What follows belongs to an exercise in optimizing a design on an open flow for small area, a short achievable clock period and few clock cycles per item; a production flow would make more cautious choices. RTL that was checked went through simulation tests only; none was proved equivalent to the original. Function not checked in run 2: the RTL went through the layout flow alone.

==> design.v <==
package hsl2rgb_pkg;
    localparam int unsigned FRAC_BITS_DEF = 12;
    localparam int unsigned HUE_W = 12;
    localparam int unsigned SL_W  = 13;
    localparam int unsigned CH_W  = 8;
    localparam int unsigned NUM_CH  = 3;
    localparam int unsigned CH_RED   = 0;
    localparam int unsigned CH_GREEN = 1;
    localparam int unsigned CH_BLUE  = 2;
    localparam logic [3*NUM_CH-1:0] CH_OFS = {3'd4, 3'd0, 3'd2};
    localparam int unsigned PIPE_DEPTH = 5;
endpackage
module hsl_to_rgb_converter #(
    parameter int unsigned FRAC_BITS = hsl2rgb_pkg::FRAC_BITS_DEF
) (
    input  logic             i_clk,
    input  logic             i_rst_n,
    input  logic             i_pix_valid,
    output logic             i_pix_ready,
    input  logic [hsl2rgb_pkg::HUE_W-1:0] i_pix_hue,
    input  logic [hsl2rgb_pkg::SL_W-1:0]  i_pix_saturation,
    input  logic [hsl2rgb_pkg::SL_W-1:0]  i_pix_lightness,
    output logic             o_pix_valid,
    input  logic             o_pix_ready,
    output logic [hsl2rgb_pkg::CH_W-1:0]  o_pix_red,
    output logic [hsl2rgb_pkg::CH_W-1:0]  o_pix_green,
    output logic [hsl2rgb_pkg::CH_W-1:0]  o_pix_blue
);
    localparam int unsigned HUE_W    = hsl2rgb_pkg::HUE_W;
    localparam int unsigned SL_W     = hsl2rgb_pkg::SL_W;
    localparam int unsigned CH_W     = hsl2rgb_pkg::CH_W;
    localparam int unsigned NUM_CH   = hsl2rgb_pkg::NUM_CH;
    localparam int unsigned CH_RED   = hsl2rgb_pkg::CH_RED;
    localparam int unsigned CH_GREEN = hsl2rgb_pkg::CH_GREEN;
    localparam int unsigned CH_BLUE  = hsl2rgb_pkg::CH_BLUE;
    localparam logic [3*NUM_CH-1:0] CH_OFS = hsl2rgb_pkg::CH_OFS;
    localparam int unsigned F     = FRAC_BITS;
    localparam int unsigned LW    = F + 1;                     
    localparam int unsigned CLW   = (LW > SL_W) ? LW : SL_W;   
    localparam int unsigned HXW   = (F > HUE_W) ? F : HUE_W;   
    localparam int unsigned XW    = F + 4;                     
    localparam int unsigned QW    = 2 * F + 1;                 
    localparam int unsigned PW    = 3 * F + 1;                 
    localparam int unsigned SW    = PW + 8;                    
    localparam int unsigned ONE_I = 1 << F;
    localparam logic [CLW-1:0] ONE_C  = CLW'(ONE_I);
    localparam logic [LW-1:0]  ONE_L  = LW'(ONE_I);
    localparam logic [LW-1:0]  HALF_L = LW'(ONE_I / 2);
    localparam logic [XW-1:0]  ONE_X  = XW'(ONE_I);
    localparam logic [XW-1:0]  THREE_X = XW'(3 * ONE_I);
    localparam logic [XW-1:0]  FOUR_X = XW'(4 * ONE_I);
    localparam logic [XW-1:0]  SIX_X  = XW'(6 * ONE_I);
    function automatic logic [LW-1:0] ramp_weight(input logic [XW-1:0] x);
        logic [XW-1:0] fall;
        logic [LW-1:0] w;
        fall = FOUR_X - x;
        if (x < ONE_X) begin
            w = x[LW-1:0];
        end else if (x < THREE_X) begin
            w = ONE_L;
        end else if (x < FOUR_X) begin
            w = fall[LW-1:0];
        end else begin
            w = '0;
        end
        ramp_weight = w;
    endfunction
    logic en1, en2, en3, en4, en5;
    logic              r_v1;
    logic [LW-1:0]     r_l1, r_s1;
    logic [QW-1:0]     r_ls1;
    logic              r_lo1;
    logic [LW-1:0]     r_t1 [NUM_CH];
    logic              r_v2;
    logic [QW-1:0]     r_p2, r_span2;
    logic [LW-1:0]     r_t2 [NUM_CH];
    logic              r_v3;
    logic [QW-1:0]     r_p3;
    logic [PW-1:0]     r_prod3 [NUM_CH];
    logic              r_v4;
    logic [PW-1:0]     r_lvl4 [NUM_CH];
    logic              r_v5;
    logic [CH_W-1:0]   r_ch5 [NUM_CH];
    logic [CLW-1:0]    n_s_ext, n_l_ext, n_s_c, n_l_c;
    logic [LW-1:0]     n_s1, n_l1;
    logic [HXW-1:0]    n_h_ext;
    logic [F-1:0]      n_h_m;
    logic [XW-1:0]     n_base;
    logic [XW-1:0]     n_x_raw [NUM_CH];
    logic [XW-1:0]     n_x [NUM_CH];
    logic [2*LW-1:0]   n_ls_full;
    logic [QW:0]       n_q_wide, n_p_wide;
    logic [QW-1:0]     n_q2, n_p2;
    logic [PW:0]       n_prod_full [NUM_CH];
    logic [PW:0]       n_lvl_full [NUM_CH];
    logic [SW-1:0]     n_scaled [NUM_CH];
    assign en5 = !r_v5 || o_pix_ready;
    assign en4 = !r_v4 || en5;
    assign en3 = !r_v3 || en4;
    assign en2 = !r_v2 || en3;
    assign en1 = !r_v1 || en2;
    assign i_pix_ready = en1;
    always_comb begin
        n_s_ext   = CLW'(i_pix_saturation);
        n_l_ext   = CLW'(i_pix_lightness);
        n_s_c     = (n_s_ext > ONE_C) ? ONE_C : n_s_ext;
        n_l_c     = (n_l_ext > ONE_C) ? ONE_C : n_l_ext;
        n_s1      = n_s_c[LW-1:0];
        n_l1      = n_l_c[LW-1:0];
        n_ls_full = n_l1 * n_s1;
        n_h_ext   = HXW'(i_pix_hue);
        n_h_m     = n_h_ext[F-1:0];
        n_base    = XW'({n_h_m, 2'b00}) + XW'({n_h_m, 1'b0});
        for (int k = 0; k < NUM_CH; k++) begin
            n_x_raw[k] = n_base + XW'(int'(CH_OFS[3*k +: 3]) * ONE_I);
            n_x[k]     = (n_x_raw[k] >= SIX_X) ? n_x_raw[k] - SIX_X : n_x_raw[k];
        end
    end
    always_comb begin
        if (r_lo1) begin
            n_q_wide = (QW + 1)'({r_l1, {F{1'b0}}}) + (QW + 1)'(r_ls1);
        end else begin
            n_q_wide = (QW + 1)'({r_l1, {F{1'b0}}}) + (QW + 1)'({r_s1, {F{1'b0}}})
                     - (QW + 1)'(r_ls1);
        end
        n_q2     = n_q_wide[QW-1:0];
        n_p_wide = (QW + 1)'({r_l1, {(F + 1){1'b0}}}) - (QW + 1)'(n_q2);
        n_p2     = n_p_wide[QW-1:0];
    end
    always_comb begin
        for (int k = 0; k < NUM_CH; k++) begin
            n_prod_full[k] = r_span2 * r_t2[k];
            n_lvl_full[k]  = (PW + 1)'({r_p3, {F{1'b0}}}) + (PW + 1)'(r_prod3[k]);
            n_scaled[k]    = {r_lvl4[k], 8'h00} - SW'(r_lvl4[k]);
        end
    end
    always_ff @(posedge i_clk) begin
        if (!i_rst_n) begin
            r_v1 <= 1'b0;
            r_v2 <= 1'b0;
            r_v3 <= 1'b0;
            r_v4 <= 1'b0;
            r_v5 <= 1'b0;
        end else begin
            if (en1) begin
                r_v1 <= i_pix_valid;
            end
            if (en2) begin
                r_v2 <= r_v1;
            end
            if (en3) begin
                r_v3 <= r_v2;
            end
            if (en4) begin
                r_v4 <= r_v3;
            end
            if (en5) begin
                r_v5 <= r_v4;
            end
        end
    end
    always_ff @(posedge i_clk) begin
        if (en1) begin
            r_l1  <= n_l1;
            r_s1  <= n_s1;
            r_ls1 <= n_ls_full[QW-1:0];
            r_lo1 <= (n_l1 < HALF_L);
            for (int k = 0; k < NUM_CH; k++) begin
                r_t1[k] <= ramp_weight(n_x[k]);
            end
        end
        if (en2) begin
            r_p2    <= n_p2;
            r_span2 <= n_q2 - n_p2;
            for (int k = 0; k < NUM_CH; k++) begin
                r_t2[k] <= r_t1[k];
            end
        end
        if (en3) begin
            r_p3 <= r_p2;
            for (int k = 0; k < NUM_CH; k++) begin
                r_prod3[k] <= n_prod_full[k][PW-1:0];
            end
        end
        if (en4) begin
            for (int k = 0; k < NUM_CH; k++) begin
                r_lvl4[k] <= n_lvl_full[k][PW-1:0];
            end
        end
        if (en5) begin
            for (int k = 0; k < NUM_CH; k++) begin
                r_ch5[k] <= n_scaled[k][3*F+7:3*F];
            end
        end
    end
    assign o_pix_valid = r_v5;
    assign o_pix_red   = r_ch5[CH_RED];
    assign o_pix_green = r_ch5[CH_GREEN];
    assign o_pix_blue  = r_ch5[CH_BLUE];
endmodule
==> run.sh <==
#!/bin/bash
# synth_recipe.tcl (not shown) runs the flow's synth.tcl, then flattens the netlist and writes it again
# the make line also repeats each setting of config.mk as NAME=value (left out here)
make -C /OpenROAD-flow-scripts/flow DESIGN_CONFIG=/design/flow/config.mk WORK_HOME=/design/flow/orfs CLKGATE_MAP_FILE= SYNTH_SCRIPT=/design/flow/synth_recipe.tcl finish
==> config.mk <==
export PLATFORM = sky130hd
export DESIGN_NAME = hsl_to_rgb_converter
export DESIGN_NICKNAME = hsl_to_rgb_converter
export VERILOG_FILES = /design/flow/design.v
export SDC_FILE = /design/flow/constraint.sdc
export NUM_CORES = 4
export LEC_CHECK = 0
export CAP_MARGIN = 20
export CORE_MARGIN = 2
export CORE_UTILIZATION = 45
export PLACE_DENSITY = 0.6
export SLEW_MARGIN = 20
==> constraint.sdc <==
create_clock -name core_clock -period 8.0 [get_ports {i_clk}]
set_input_delay 1.6000 -clock core_clock [delete_from_list [all_inputs] [get_ports {i_clk}]]
set_output_delay 1.6000 -clock core_clock [all_outputs]
set_load 0.01 [all_outputs]
==> run summary, run 1 <==
* Mapped cell area at 0.0572 mm2
* Post_cts resized at 0
* EDFF count, synth at 432
* # rows at 130
* Endpoint of the worst hold path: r_p3[9]
* Insertion delay of the later-clocked pin in the worst-skew pair at 0.65 ns
* Detailed placement HPWL at 113000 um
* Routed via count divided by cell count at just over 5
* Number of cells on the worst reg-to-reg path at 22
* Number of buffers between clock root and the deepest sink at 3
* Dpl cells at 7608
* Multi-input combinational cell area at 0.0390 mm2
* Async S/R FF share, synth at 0
* Hold Path Stages at 0
* Final #Nets at 7449
* Drt total wl at 139000 um
* Critical register-to-register path startpoint: r_span2[7]
* Highest fanout seen on the critical path at 11
* Count of clock tree sinks at about 440
* Height of the die at 361 um
* Setup violation total in the final timing report at 0
* Global placement routability congestion at 0.906
* Endpoint of the worst register-to-register path: r_prod3[0][35]
* Final hold slack at between 0.4 and 0.5 ns
* Slew @ Worst Pin at 1.06 ns
* Area share of the largest cell type after synthesis at 0.286
* Filler Cell Count at 11846
* Endpoints failing hold at 0
* Placeable core region at about 0.13 mm2
* Result of the run: finished clean
* Synth cell types at 88
* Die area at 0.130 mm2
* IO Port Bufs at 67
* Clock buffers created by TritonCTS at 51
* Post-synthesis register bit count at 437
* R2r setup slk at just over 0.6 ns
* Wire length on met3 at 7230 um
* Area growth from synthesis to layout at 8.25%
* Global route total overflow at 0
* Class of the tightest hold or removal check: reg -> reg
* Clock root buffer master: sky130_fd_sc_hd__clkbuf_16
* Routed WL per cell at 18.0 um
* Data arrival time of the critical path at a little under 8 ns
* Post-Synthesis Cells at 5956
* Buffers inserted during post-CTS setup optimization at 0
* Fmax at 136 MHz
* Via count of the first global-routing pass at 40798
* Leading cell types by total area after synthesis: sky130_fd_sc_hd__fa_1, sky130_fd_sc_hd__edfxtp_1, sky130_fd_sc_hd__ha_1
* Share of final-layout standard cells stronger than drive strength 1 at 0.0417
* Iter 0 DRT Violations at between 2000 and 3000
* Maximum level of the CTS H-tree at 2
* Number of max-capacitance violations reported at 0
* Boundary pin count at just under 70
* Area of all placed cells without fillers at about 0.062 mm2
* Max_slew headroom at 0.294
* Post-Synthesis Mean Instance Area at 9.61 um2
* Placed cell areas at 0.0603 mm2
* DR WL met2 at 63200 um
* Uppermost signal routing layer after detailed routing: met4
* Primary FF master, synth: sky130_fd_sc_hd__edfxtp_1
* Utilization of the core after routing at 0.492
* Sequential cell area at 0.0131 mm2
* Sequential area share after synthesis at 0.228
* Max-slew violation total from the final report at 0
* Number of non-filler instances in the completed layout at around 7700
* Minimum clock period after layout at approximately 7.4 ns
* Library cell occupying the most area in the post-synthesis netlist: sky130_fd_sc_hd__fa_1
* Hold path startpoint: r_p2[9]
* Share of the cycle needed by the critical path after routing at 0.922
* Initial antenna violation count at 4
* Clock transition at the registers of the reported paths at 0.06 ns
* Maximum clock skew at final layout at 0.0340 ns
* Largest net degree at the start of global routing at 73
* Setup crit start: r_span2[7]
* Horizontal die dimension at 361 um
* Required time of the critical path at 8.51 ns
* Element type at the critical path end: register
* Antenna cell count at 0
* TNS Setup at 0 ns
* Post-route ant nets at 0
* Met1 layer wirelength in the final routing at 64100 um
* Type of the setup path with the least slack: reg -> reg
* Setup crit start kind: register
* Count of TritonRoute iterations in the first routing pass at 6
* First-pass GRT wire length at about 220000 um
* TritonCTS clock tree: built
* Vias at around 40000
* RSZ-0062 raised after global routing: false
* Syn. warnings at 11
* Effective utilization at floorplan at 0.455
* Total global routing track utilization at 0.219
* Hold-fix buffers at CTS at 0
* DRC violations left at 0
## per-stage QoR
stage	setup WS (ns)
6_report	0.623
5_1_grt	0.246
4_1_cts	0.696
3_5_place_dp	0.0993
3_3_place_gp	0.178
2_1_floorplan	0.830
## registers in the layout, indices dropped and copies added (netlist names)
| signal | cells |
|---|---|
| r_ch5 | 24 |
| r_l1 | 13 |
| r_lo1 | 1 |
| r_ls1 | 25 |
| r_lvl4 | 105 |
| r_p2 | 25 |
| r_p3 | 25 |
| r_prod3 | 105 |
| r_s1 | 13 |
| r_span2 | 24 |
| r_t1 | 36 |
| r_t2 | 36 |
| r_v1 | 1 |
| r_v2 | 1 |
| r_v3 | 1 |
| r_v4 | 1 |
| r_v5 | 1 |
## cell usage after synthesis (15+ instances only)
master                     count
sky130_fd_sc_hd__inv_1      1182
sky130_fd_sc_hd__fa_1        817
sky130_fd_sc_hd__nand2_1     811
sky130_fd_sc_hd__ha_1        579
sky130_fd_sc_hd__edfxtp_1    432
sky130_fd_sc_hd__and2_1      298
sky130_fd_sc_hd__nor2_1      260
sky130_fd_sc_hd__a21oi_1     201
sky130_fd_sc_hd__clkbuf_1    199
sky130_fd_sc_hd__xnor2_1     188
sky130_fd_sc_hd__o21ai_0     133
sky130_fd_sc_hd__a21o_1       91
sky130_fd_sc_hd__nor3_1       74
sky130_fd_sc_hd__xor2_1       72
sky130_fd_sc_hd__nand3_1      65
sky130_fd_sc_hd__nor2b_1      43
sky130_fd_sc_hd__o21a_1       43
sky130_fd_sc_hd__nand2b_1     40
sky130_fd_sc_hd__a31oi_1      32
sky130_fd_sc_hd__o21bai_1     30
sky130_fd_sc_hd__and3_1       26
sky130_fd_sc_hd__o211ai_1     21
sky130_fd_sc_hd__a211oi_1     19
sky130_fd_sc_hd__or3_1        19
sky130_fd_sc_hd__nand4_1      18
sky130_fd_sc_hd__nor4_1       17
sky130_fd_sc_hd__o31ai_1      16
sky130_fd_sc_hd__or2_2        15
## cell families after synthesis
kind of cell / share of synthesized area
xor gates and xnor gates: 0.0421
other: 0.000131
buffers and inverters: 0.0925
AOI/OAI and AO/OA: 0.0799
and+or+nand+nor: 0.141
adders and majority gates: 0.412
DFF: 0.228
muxes: 0.00321
## final cells by class
cell class,count,area share
sequential,437,0.211
clock inverter,32,0.00616
inverter,1196,0.0725
multi-input combinational,4135,0.629
clock buffer,58,0.0210
timing repair buffer,190,0.0269
tap,1650,0.0333
## cells in the final DEF (no fill, tap or decap), types with 43 or more instances in the layout
cell	n
sky130_fd_sc_hd__nor2b_1	43
sky130_fd_sc_hd__fa_1	817
sky130_fd_sc_hd__clkbuf_16	51
sky130_fd_sc_hd__nand3_1	64
sky130_fd_sc_hd__a21oi_1	201
sky130_fd_sc_hd__buf_4	117
sky130_fd_sc_hd__nor2_1	260
sky130_fd_sc_hd__o21ai_0	133
sky130_fd_sc_hd__xor2_1	72
sky130_fd_sc_hd__inv_1	1181
sky130_fd_sc_hd__o21a_1	43
sky130_fd_sc_hd__nor3_1	74
sky130_fd_sc_hd__nand2_1	809
sky130_fd_sc_hd__edfxtp_1	432
sky130_fd_sc_hd__clkdlybuf4s50_1	67
sky130_fd_sc_hd__ha_1	579
sky130_fd_sc_hd__xnor2_1	188
sky130_fd_sc_hd__a21o_1	91
sky130_fd_sc_hd__and2_1	298
## critical path: stages (launching register included)
cell and delay [ns]:
sky130_fd_sc_hd__edfxtp_1 0.69, sky130_fd_sc_hd__buf_4 0.35, sky130_fd_sc_hd__buf_4 0.19, sky130_fd_sc_hd__and2_1 0.17
sky130_fd_sc_hd__fa_1 0.50, sky130_fd_sc_hd__inv_1 0.05, sky130_fd_sc_hd__fa_1 0.55, sky130_fd_sc_hd__fa_1 0.45
sky130_fd_sc_hd__fa_1 0.51, sky130_fd_sc_hd__inv_1 0.06, sky130_fd_sc_hd__fa_1 0.43, sky130_fd_sc_hd__ha_1 0.35
sky130_fd_sc_hd__a21boi_0 0.18, sky130_fd_sc_hd__o21ai_0 0.18, sky130_fd_sc_hd__o31ai_1 0.15, sky130_fd_sc_hd__a21oi_1 0.35
sky130_fd_sc_hd__a211oi_1 0.19, sky130_fd_sc_hd__o31ai_1 0.44, sky130_fd_sc_hd__a21boi_0 0.21, sky130_fd_sc_hd__o2111a_1 0.28
sky130_fd_sc_hd__or2_2 0.31, sky130_fd_sc_hd__o311ai_0 0.44, sky130_fd_sc_hd__buf_4 0.22
## layer usage
| layer | track usage | vias to the layer above |
|---|---|---|
| li1 | - | 18981 |
| met1 | 0.307 | 19709 |
| met3 | 0.0303 | 191 |
| met5 | 0 | - |
| met4 | 0.0599 | 0 |
| met2 | 0.355 | 916 |
## worst max-delay path by stage
stage	endpoint	slack (ns)	cells past startpoint
after CTS	r_prod3[1][36]	0.70	23
final	r_prod3[0][35]	0.62	22
after detailed placement	r_ls1[24]	0.1	25
after floorplan	r_ls1[24]	0.83	26
after global routing	r_prod3[0][35]	0.25	23
after global placement	r_ls1[24]	0.18	25
Testbench counts, summed over its fixed seeds: cycles 32,040, items 32,000.
==> inputs of run 2 (changes only) <==
==> design.v (replaced) <==
package hsl2rgb_pkg;
    localparam int unsigned FRAC_BITS_DEF = 12;
    localparam int unsigned HUE_W = 12;
    localparam int unsigned SL_W  = 13;
    localparam int unsigned CH_W  = 8;
    localparam int unsigned NUM_CH  = 3;
    localparam int unsigned CH_RED   = 0;
    localparam int unsigned CH_GREEN = 1;
    localparam int unsigned CH_BLUE  = 2;
    localparam logic [3*NUM_CH-1:0] CH_OFS = {3'd4, 3'd0, 3'd2};
    localparam int unsigned PIPE_DEPTH = 5;
endpackage
module hsl_to_rgb_converter #(
    parameter int unsigned FRAC_BITS = hsl2rgb_pkg::FRAC_BITS_DEF
) (
    input  logic             i_clk,
    input  logic             i_rst_n,
    input  logic             i_pix_valid,
    output logic             i_pix_ready,
    input  logic [hsl2rgb_pkg::HUE_W-1:0] i_pix_hue,
    input  logic [hsl2rgb_pkg::SL_W-1:0]  i_pix_saturation,
    input  logic [hsl2rgb_pkg::SL_W-1:0]  i_pix_lightness,
    output logic             o_pix_valid,
    input  logic             o_pix_ready,
    output logic [hsl2rgb_pkg::CH_W-1:0]  o_pix_red,
    output logic [hsl2rgb_pkg::CH_W-1:0]  o_pix_green,
    output logic [hsl2rgb_pkg::CH_W-1:0]  o_pix_blue
);
    function automatic logic [7:0] scale255_25(input logic [24:0] x);
        scale255_25 = 8'(x[24:16] - 9'({x[15:0], 8'h00} < {1'b0, x}));
    endfunction
    function automatic logic [7:0] scale255_37(input logic [36:0] x);
        scale255_37 = 8'(x[36:28] - 9'({x[27:0], 8'h00} < {1'b0, x}));
    endfunction
    logic en;
    assign en = !o_pix_valid || o_pix_ready;
    assign i_pix_ready = en;
    logic [12:0] n_s, n_l;
    logic [11:0] n_m;
    logic [23:0] n_c;
    logic [14:0] n_x;
    always_comb begin
        n_s = i_pix_saturation[12] ? 13'd4096 : i_pix_saturation;
        n_l = i_pix_lightness[12]  ? 13'd4096 : i_pix_lightness;
        n_m = n_l[11] ? 12'(13'd4096 - n_l) : n_l[11:0];
        n_c = n_s * n_m;
        n_x = 15'(i_pix_hue) * 15'd6;
    end
    logic        r_v1;
    logic [23:0] r_c1;
    logic [12:0] r_l1;
    logic [2:0]  r_sec1;
    logic [11:0] r_f1;
    logic [24:0] n_q, n_p;
    logic [35:0] n_cf;
    logic [36:0] n_lvl;
    always_comb begin
        n_q   = {r_l1, 12'h000} + 25'(r_c1);
        n_p   = {r_l1, 12'h000} - 25'(r_c1);
        n_cf  = r_c1 * r_f1;
        n_lvl = r_sec1[0] ? {n_q, 12'h000} - {n_cf, 1'b0}
                          : {n_p, 12'h000} + {n_cf, 1'b0};
    end
    logic        r_v2;
    logic [7:0]  r_hi2, r_lo2;
    logic [36:0] r_lvl2;
    logic [2:0]  r_sec2;
    logic [7:0] n_ramp;
    assign n_ramp = scale255_37(r_lvl2);
    logic       r_v3;
    logic [7:0] r_r3, r_g3, r_b3;
    always_ff @(posedge i_clk) begin
        if (!i_rst_n) begin
            r_v1 <= 1'b0;
            r_v2 <= 1'b0;
            r_v3 <= 1'b0;
        end else if (en) begin
            r_v1 <= i_pix_valid;
            r_v2 <= r_v1;
            r_v3 <= r_v2;
        end
    end
    always_ff @(posedge i_clk) begin
        if (en) begin
            r_c1   <= n_c;
            r_l1   <= n_l;
            r_sec1 <= n_x[14:12];
            r_f1   <= n_x[11:0];
            r_hi2  <= scale255_25(n_q);
            r_lo2  <= scale255_25(n_p);
            r_lvl2 <= n_lvl;
            r_sec2 <= r_sec1;
            case (r_sec2)
                3'd0:    begin r_r3 <= r_hi2;  r_g3 <= n_ramp; r_b3 <= r_lo2;  end
                3'd1:    begin r_r3 <= n_ramp; r_g3 <= r_hi2;  r_b3 <= r_lo2;  end
                3'd2:    begin r_r3 <= r_lo2;  r_g3 <= r_hi2;  r_b3 <= n_ramp; end
                3'd3:    begin r_r3 <= r_lo2;  r_g3 <= n_ramp; r_b3 <= r_hi2;  end
                3'd4:    begin r_r3 <= n_ramp; r_g3 <= r_lo2;  r_b3 <= r_hi2;  end
                default: begin r_r3 <= r_hi2;  r_g3 <= r_lo2;  r_b3 <= n_ramp; end
            endcase
        end
    end
    assign o_pix_valid = r_v3;
    assign o_pix_red   = r_r3;
    assign o_pix_green = r_g3;
    assign o_pix_blue  = r_b3;
endmodule
==> run 2 against run 1 <==
- now fails the layout checks on setup timing
- register-to-register slack worse by 0.97 ns
- highest routed layer unchanged
- die area fell by 57%
- sequential share of layout area is 8.1 points lower
- routed wire length down 52%
- fmax is 12% lower
- global-route usage rose by 2.4 points
- largest cell class unchanged
==> run summary, run 2 <==
* Result of the run: finished with violations
* Checks failing in the layout checks: setup timing
* Global placement routability congestion at 0.926
* R2r setup slk at -0.35 ns
* Placeable core region at between 0.05 and 0.06 mm2
* Count of TritonRoute iterations in the first routing pass at 7
* Leading cell type in the layout, fill and taps excluded: sky130_fd_sc_hd__inv_1
* Critical register-to-register path startpoint: r_c1[5]
* Max-slew violation total from the final report at 0
* Share of the cycle needed by the critical path after routing at 1.04
* Maximum clock skew at final layout at 0.0181 ns
* Area growth from synthesis to layout at 23.6%
* Compound-cell area share of the yosys netlist at 0.122
* Async S/R FF share, synth at 0
* Via count of the first global-routing pass at 21254
* Wire length on met3 at approximately 2900 um
* Primary FF master, synth: sky130_fd_sc_hd__edfxtp_1
* Initial antenna violation count at 0
* Setup WS post-layout at -0.347 ns
* Endpoint of the worst register-to-register path: r_lvl2[35]
* Largest registers: r_lvl2: 35 flops, r_c1: 24 flops, r_l1: 13 flops
* Adder and majority cell fraction of the synthesized area at 0.400
* Setup slack at placement at -0.597 ns
* Class of the tightest hold or removal check: reg -> reg
* Multi-input combinational cell area at 0.0191 mm2
* Synth cell types at 76
* Post-Synthesis Mean Instance Area at between 8 and 9 um2
* Minimum clock period after layout at roughly 8.3 ns
* Main combinational cell family by area after synthesis: adder cells
* Slowest Stage Delay on Critical Path at 0.57 ns
* Fraction of synthesized area in multiplexers at 0.00409
* Setup violation total in the final timing report at 4
* EDFF count, synth at 129
* Max reg flops at 35
* RSZ-0062 raised after global routing: true
* Sequential area share after synthesis at 0.161
* Filler Cell Count at ~4700
* IO Port Bufs at 67
* Height of the die at 237 um
* Slew @ Worst Pin at approximately 0.92 ns
* Element type at the critical path end: register
* Number of cells on the worst reg-to-reg path at 28
* Global route total overflow at 0
* TNS Setup at -0.795 ns
* Total global routing track utilization at 0.242
* Register ranked first by flip-flop count: r_lvl2
* TritonCTS clock tree: built
* Number of max-capacitance violations reported at 0
* Count of clock tree sinks at 132
* Clock transition at the registers of the reported paths at 0.07 ns
* DRC violations left at 0
* Met1 layer wirelength in the final routing at 27900 um
* Most frequent cell on the critical path: sky130_fd_sc_hd__fa_1
* Syn. warnings at 1
* Hold Path Stages at 0
* Iter 0 DRT Violations at 832
* Endpoint of the worst hold path: r_sec2[1]
* Boundary pin count at a little under 70
* Setup crit start kind: register
* Crit-path slowest cell: sky130_fd_sc_hd__or4_4
* Uppermost signal routing layer after detailed routing: met4
* Highest fanout seen on the critical path at 3
* Most repeated cell in the gate-level netlist after synthesis: sky130_fd_sc_hd__inv_1
* Detailed placement HPWL at between 50000 and 60000 um
* Routed WL per cell at 17.1 um
* Routed via count divided by cell count at 5.22
* First-pass GRT wire length at 107000 um
* Xor/xnor cell area share of the yosys netlist at 0.0618
* Post-Synthesis Cells at about 2800
* Mapped cell area at between 0.02 and 0.025 mm2
* Dpl cells at 3794
* Die area at 0.0562 mm2
* Share of final-layout standard cells stronger than drive strength 1 at 0.184
* Type of the setup path with the least slack: reg -> reg
* Insertion delay of the later-clocked pin in the worst-skew pair at between 0.4 and 0.5 ns
* Hold path startpoint: r_sec1[1]
* Utilization of the core after routing at 0.562
* Most frequent cells in the layout: sky130_fd_sc_hd__inv_1, sky130_fd_sc_hd__nand2_1, sky130_fd_sc_hd__buf_4
* Leading cell types by total area after synthesis: sky130_fd_sc_hd__fa_1, sky130_fd_sc_hd__edfxtp_1, sky130_fd_sc_hd__ha_1
* # rows at 85
* Hold-fix buffers at CTS at 0
* Post-route ant nets at 0
* Vias at between 20000 and 25000
* Final #Nets at 3804
* Clock root buffer master: sky130_fd_sc_hd__clkbuf_16
* Area share of the largest cell type after synthesis at 0.253
* Effective utilization at floorplan at 0.454
* Library cell occupying the most area in the post-synthesis netlist: sky130_fd_sc_hd__fa_1
* Horizontal die dimension at between 200 and 250 um
* Most numerous cell types in the synthesized netlist: sky130_fd_sc_hd__inv_1, sky130_fd_sc_hd__nand2_1, sky130_fd_sc_hd__fa_1
* Max_slew headroom at 0.380
* Number of non-filler instances in the completed layout at 3875
* Required time of the critical path at 8.23 ns
* Largest net degree at the start of global routing at 53
* Simple-gate area share of the yosys netlist at 0.160
* Clock buffers created by TritonCTS at 17
* Fmax at 120 MHz
* Number of buffers between clock root and the deepest sink at 2
* Data arrival time of the critical path at approximately 8.6 ns
* DR WL met2 at 33000 um
* Drt total wl at 66400 um
* Post-synthesis register bit count at 132
* Endpoints failing hold at 0
* Maximum level of the CTS H-tree at 4
* Sequential cell area at 0.00393 mm2
==> run 2: cell type report <==
cell class | count | share of cell area
antenna | 1 | 0.0000828
clock buffer | 17 | 0.0141
clock inverter | 15 | 0.00567
inverter | 489 | 0.0609
multi-input combinational | 2068 | 0.633
sequential | 132 | 0.130
tap | 696 | 0.0288
timing repair buffer | 457 | 0.128
==> run 2: metal layers <==
metal | vias up | track usage
li1 | 9786 | -
met4 | 0 | 0.101
met3 | 124 | 0.0403
met1 | 9872 | 0.295
met2 | 434 | 0.426
met5 | - | 0
==> run 2: through the flow <==
step                      hold slack, ns  cell area (um2)
after floorplan                    0.400            24800
after global placement             0.433            28500
after detailed placement           0.445            28500
after CTS                          0.457            29700
after global routing               0.480            30200
final                              0.442            30200
==> run 2: worst max-delay path, delay by kind of cell (launching register included) <==
| kind | cells | cell delay (ns) |
|---|---|---|
| simple gates | 6 | 1.73 |
| xor+xnor | 1 | 0.16 |
| buf+inv | 5 | 0.51 |
| fa+ha+maj | 7 | 3.08 |
| compound gates | 9 | 2.15 |
| flops | 1 | 0.47 |
==> run 2: kinds of logic after synthesis <==
group,after synthesis
DFF,132
AOI/OAI and AO/OA,457
adders and majority gates,597
and+or+nand+nor,834
muxes,10
buffers and inverters,593
xor gates and xnor gates,170
==> run 2: how the worst max path moves through the flow <==
stage	cells after the start	start	slack (ns)	endpoint
5_1_grt	39	r_f1[8]	-0.57	r_lvl2[36]
4_1_cts	36	r_c1[5]	-0.36	r_lvl2[36]
2_1_floorplan	32	r_c1[5]	0.008	r_lvl2[35]
3_3_place_gp	26	i_pix_lightness[12]	-0.65	r_c1[22]
3_5_place_dp	26	i_pix_lightness[12]	-0.60	r_c1[22]
6_report	28	r_c1[5]	-0.35	r_lvl2[35]
==> run 2: repair_timing <==
item                                    in CTS  in global routing
pin swaps                                   80                 68
resized for setup                           67                 92
endpoints found under the setup margin       9                 14
setup buffers                               37                 11
hold endpoints to repair                     0                  0
gates cloned                                 1                  0

==> re-timing with driven ports <==
The results above use ideal ports. As a check the final layouts listed here were re-extracted and re-timed, cells and wires unchanged. Step 1 sets driving cells, clkbuf_16 on the clock port and buf_2 on the other inputs (assumed; they add their load-dependent delay and slew). Step 2, shift: input delay + t, output delay - t, t = (earliest + latest rising clock arrival at the registers) / 2. This alone moves slack from input paths to output paths. Three values: ideal, step 1, step 2; two values: the first two.
run | t, ns | setup WS [ns] | hold slack, ns
run 1 | 0.704 | 0.623 / 0.623 / 0.035 | 0.417 / 0.417 / 0.417
run 2 | 0.528 | -0.347 / -0.347 / -0.347 | 0.442 / 0.442 / 0.442
The setup slack of run 1, which loses most, moves by 0.000 ns with the drivers and by -0.588 ns with both steps.
